What follows belongs to an exercise in optimizing a design on an open flow for small area and a short achievable clock period; a production flow would make more cautious choices.
The RTL was checked by simulation tests, not by an equivalence proof against the original design.
Power is estimated from default activity; no workload was simulated.

// divTop
module divTop (
    input  logic        clk,
    input  logic        arstN,
    input  logic        inValid,
    input  logic [15:0] dividend,
    input  logic [15:0] divisor,
    output logic        outValid,
    output logic [15:0] quotient,
    output logic [15:0] remainder,
    output logic        err
);
clock: 11.0 ns
lec_check: 0
abc_area: 1
cap_margin: 20
core_margin: 2
core_utilization: 40
cts_buf_list: sky130_fd_sc_hd__clkbuf_16
cts_cluster_diameter: 150
cts_cluster_size: 25
slew_margin: 20
standard.sh (not shown) runs the stock make flow with config.mk's settings and CLKGATE_MAP_FILE= SYNTH_SCRIPT=/design/flow/synth_recipe.tcl, a recipe that flattens the netlist after the stock synthesis.
==> flow/flow/run.sh <==
#!/bin/bash
# Standard layout (the standard.sh) with three changes:
#  - timing repair aims flow/margin.txt ns below the clock period (SETUP_SLACK_MARGIN),
#  - yosys maps carry lookahead ($lcu) with flow/lcu.v instead of Kogge-Stone,
#  - any extra ORFS make variables listed one per line in flow/extra.txt.
# The whole output goes to standard_flow.log here; ORFS's own logs are under orfs/logs.
set -euo pipefail
cd "$(dirname "$0")/.."
MARGIN=$(cat flow/margin.txt)
ARGS=()
if [[ -f flow/lcu.v ]]; then
  ARGS+=("SYNTH_OPERATIONS_ARGS=-extra-map $PWD/flow/lcu.v")
fi
if [[ -f flow/extra.txt ]]; then
  while IFS= read -r line; do
    [[ -n "$line" ]] && ARGS+=("$line")
  done < flow/extra.txt
fi
bash standard.sh "SETUP_SLACK_MARGIN=$MARGIN" "${ARGS[@]}" finish > standard_flow.log 2>&1
==> flow/flow/extra.txt <==
BUFFER_PORTS_ARGS=-buffer_cell sky130_fd_sc_hd__buf_2
==> flow/flow/lcu.v <==
// Carry lookahead for yosys's $lcu: Sklansky for every carry.
(* techmap_celltype = "$lcu" *)
module _80_lcu_sklansky (P, G, CI, CO);
	parameter WIDTH = 2;

	(* force_downto *)
	input [WIDTH-1:0] P, G;
	input CI;

	(* force_downto *)
	output reg [WIDTH-1:0] CO;

	integer i, j, k;
	(* force_downto *)
	reg [WIDTH-1:0] p, g, ps, gs;

	wire [1023:0] _TECHMAP_DO_ = "proc; opt -fast";

	always @* begin
		p = P;
		g = G;
		g[0] = g[0] | (p[0] & CI);
		ps = p;
		gs = g;

		// Sklansky: at level i every position with bit i set takes in the group
		// that ends just below its aligned block of 2**i
		for (i = 0; i < $clog2(WIDTH); i = i + 1) begin
			for (j = 0; j < WIDTH; j = j + 1) begin
				if ((j >> i) & 1) begin
					k = ((j >> (i + 1)) << (i + 1)) + (1 << i) - 1;
					gs[j] = gs[j] | ps[j] & gs[k];
					ps[j] = ps[j] & ps[k];
				end
			end
		end

		CO = gs;
	end
endmodule
==> flow/flow/margin.txt <==
7.5
==> next run, changes <==
==> flow/flow/run.sh (replaced) <==
#!/bin/bash
# Standard layout (the standard.sh), with timing repair aiming a few ns below the clock
# period (flow/margin.txt, passed as SETUP_SLACK_MARGIN) and any extra ORFS make variables
# listed one per line in flow/extra.txt. The whole output goes to standard_flow.log here.
set -euo pipefail
cd "$(dirname "$0")/.."
MARGIN=$(cat flow/margin.txt)
ARGS=()
if [[ -f flow/extra.txt ]]; then
  while IFS= read -r line; do
    [[ -n "$line" ]] && ARGS+=("$line")
  done < flow/extra.txt
fi
bash standard.sh "SETUP_SLACK_MARGIN=$MARGIN" "${ARGS[@]}" finish > standard_flow.log 2>&1
==> flow/flow/margin.txt (replaced) <==
7.8
removed: flow/flow/lcu.v
After rerunning:
- The new run completed without violations
- critical path depth went down by 24
- total power went up by about a fifth
- fmax went up by roughly a tenth
- final area went up by roughly a tenth
- combinational power went up by well over a third
- final cell count went up by about a fifth
- wire length went up by well over a third
==> next run, changes <==
==> flow/flow/margin.txt (replaced) <==
6.5
What happened:
- The changed run finished clean
- wire length falls by roughly a tenth
- final area falls by roughly a tenth
- die area is unchanged
- power falls by roughly a tenth
- first-iteration DRC count falls by about a fifth
- register-to-register slack got worse by 0.44 ns
- non-clock buffer count falls by 43
- area after synthesis stays the same
- clock-buffer cell count is unchanged
- global-route usage falls by 0.45 points
- worst hold slack improved by 0.0062 ns
==> next run, changes <==
==> flow/flow/margin.txt (replaced) <==
7.5
CORE_UTILIZATION = 60   (was 40)
The new run went through all stages and came out clean.
First-iteration DRC count grows by about 30%.
Power grows by about 2.3%.
Area after synthesis is unchanged.
Sequential share of layout area shrinks by 0.42 points.
Register-to-register slack improves by 0.27 ns.
Worst setup slack improves by 0.27 ns.
Fmax grows by 8.0%.
Die area shrinks by 33%.
Global-route usage grows by 8.1 points.
Via count grows by about 2%.
==> next run, changes <==
CORE_UTILIZATION = 40   (was 60)
TNS_END_PERCENT = 10   (was default)
=> Final area goes up by 0.84%. Global-route usage decreases by 8.0 points. Clock-buffer cell count does not change. Clock power rose by about 0.8%. Cell count grows by 7.5%. Area after synthesis stays the same. Die area is higher by 49%. Routed wire length goes down by 0.50%.
==> next run, changes <==
==> flow/flow/margin.txt (replaced) <==
7.35
TNS_END_PERCENT = default   (was 10)
What happened:
- flip-flop and latch count does not change
- cell area fell by 1.4%
- sequential power stays flat
- count of clock-buffer cells in the layout stays the same

========
Starting RTL as in the previous note.
Settings: LEC_CHECK=0, ABC_AREA=1, CAP_MARGIN=20, CORE_MARGIN=2, CORE_UTILIZATION=40, CTS_BUF_LIST=sky130_fd_sc_hd__clkbuf_16, CTS_CLUSTER_DIAMETER=150, CTS_CLUSTER_SIZE=25, SLEW_MARGIN=20; clock period 11.0 ns.
==> flow/flow/run.sh <==
#!/bin/bash
# Standard layout (the standard.sh), with timing repair aiming a few ns below the clock
# period (flow/margin.txt, passed as SETUP_SLACK_MARGIN) and any extra ORFS make variables
# listed one per line in flow/extra.txt. The whole output goes to standard_flow.log here.
set -euo pipefail
cd "$(dirname "$0")/.."
MARGIN=$(cat flow/margin.txt)
ARGS=()
if [[ -f flow/extra.txt ]]; then
  while IFS= read -r line; do
    [[ -n "$line" ]] && ARGS+=("$line")
  done < flow/extra.txt
fi
bash standard.sh "SETUP_SLACK_MARGIN=$MARGIN" "${ARGS[@]}" finish > standard_flow.log 2>&1
==> flow/flow/extra.txt <==
BUFFER_PORTS_ARGS=-buffer_cell sky130_fd_sc_hd__buf_2
SYNTH_OPERATIONS_ARGS=-booth
==> flow/flow/margin.txt <==
7.5
Then changed:
==> flow/flow/extra.txt (replaced) <==
BUFFER_PORTS_ARGS=-buffer_cell sky130_fd_sc_hd__buf_2
==> flow/flow/margin.txt (replaced) <==
7.65
Outcome: Core utilization decreases by 4.2 points; clock power stays flat; synthesized area increases by roughly a tenth; clock-buffer cell count stays the same; final cell count increases by a quarter to a third; power increases by a little under a tenth; worst setup slack improves by 0.61 ns; routed wire length increases by a quarter to a third; final area increases by a few percent; sequential power barely changes.

-- afterwards: timing with drivers on the ports --
The results above use ideal ports. As a check the final layouts listed here were re-extracted and re-timed, cells and wires unchanged. Step 1, drivers: a clkbuf_16 drives clk and a buf_2 each remaining input, both assumed. Step 2 times the ports against the registers' clock, not the clock port: input delays grow and output delays shrink by t, the midpoint of the rising clock arrivals with the driver on. Slacks: ideal ports / drivers / drivers and shift; pairs: ideal ports / drivers.
| run | t, ns | slack for setup (ns) | worst hold slack (ns) | slew at the worst register clock pin (ns) |
|---|---|---|---|---|
| the first run of note 1 | 0.546 | 7.370 / 7.370 / 7.254 | 0.328 / 0.328 / 0.328 | 0.10 / 0.10 |
| the second run of note 1 | 0.562 | 7.795 / 7.741 / 7.473 | 0.320 / 0.320 / 0.320 | 0.11 / 0.11 |
| the third run of note 1 | 0.544 | 7.371 / 7.371 / 7.323 | 0.326 / 0.326 / 0.326 | 0.11 / 0.11 |
| the fourth run of note 1 | 0.541 | 7.641 / 7.641 / 7.387 | 0.328 / 0.328 / 0.328 | 0.10 / 0.10 |
| the fifth run of note 1 | 0.543 | 7.707 / 7.707 / 7.325 | 0.325 / 0.325 / 0.325 | 0.11 / 0.11 |
| the sixth run of note 1 | 0.544 | 7.609 / 7.609 / 7.325 | 0.327 / 0.327 / 0.327 | 0.11 / 0.11 |
| the first run of note 2 | 0.551 | 7.099 / 7.099 / 7.099 | 0.318 / 0.318 / 0.318 | 0.10 / 0.10 |
| the second run of note 2 | 0.550 | 7.710 / 7.710 / 7.356 | 0.327 / 0.327 / 0.327 | 0.10 / 0.10 |
After both steps setup and hold are still met in every run listed. The setup slack of the fifth run of note 1, which loses most, moves by 0.000 ns with the drivers and by -0.382 ns with both steps.
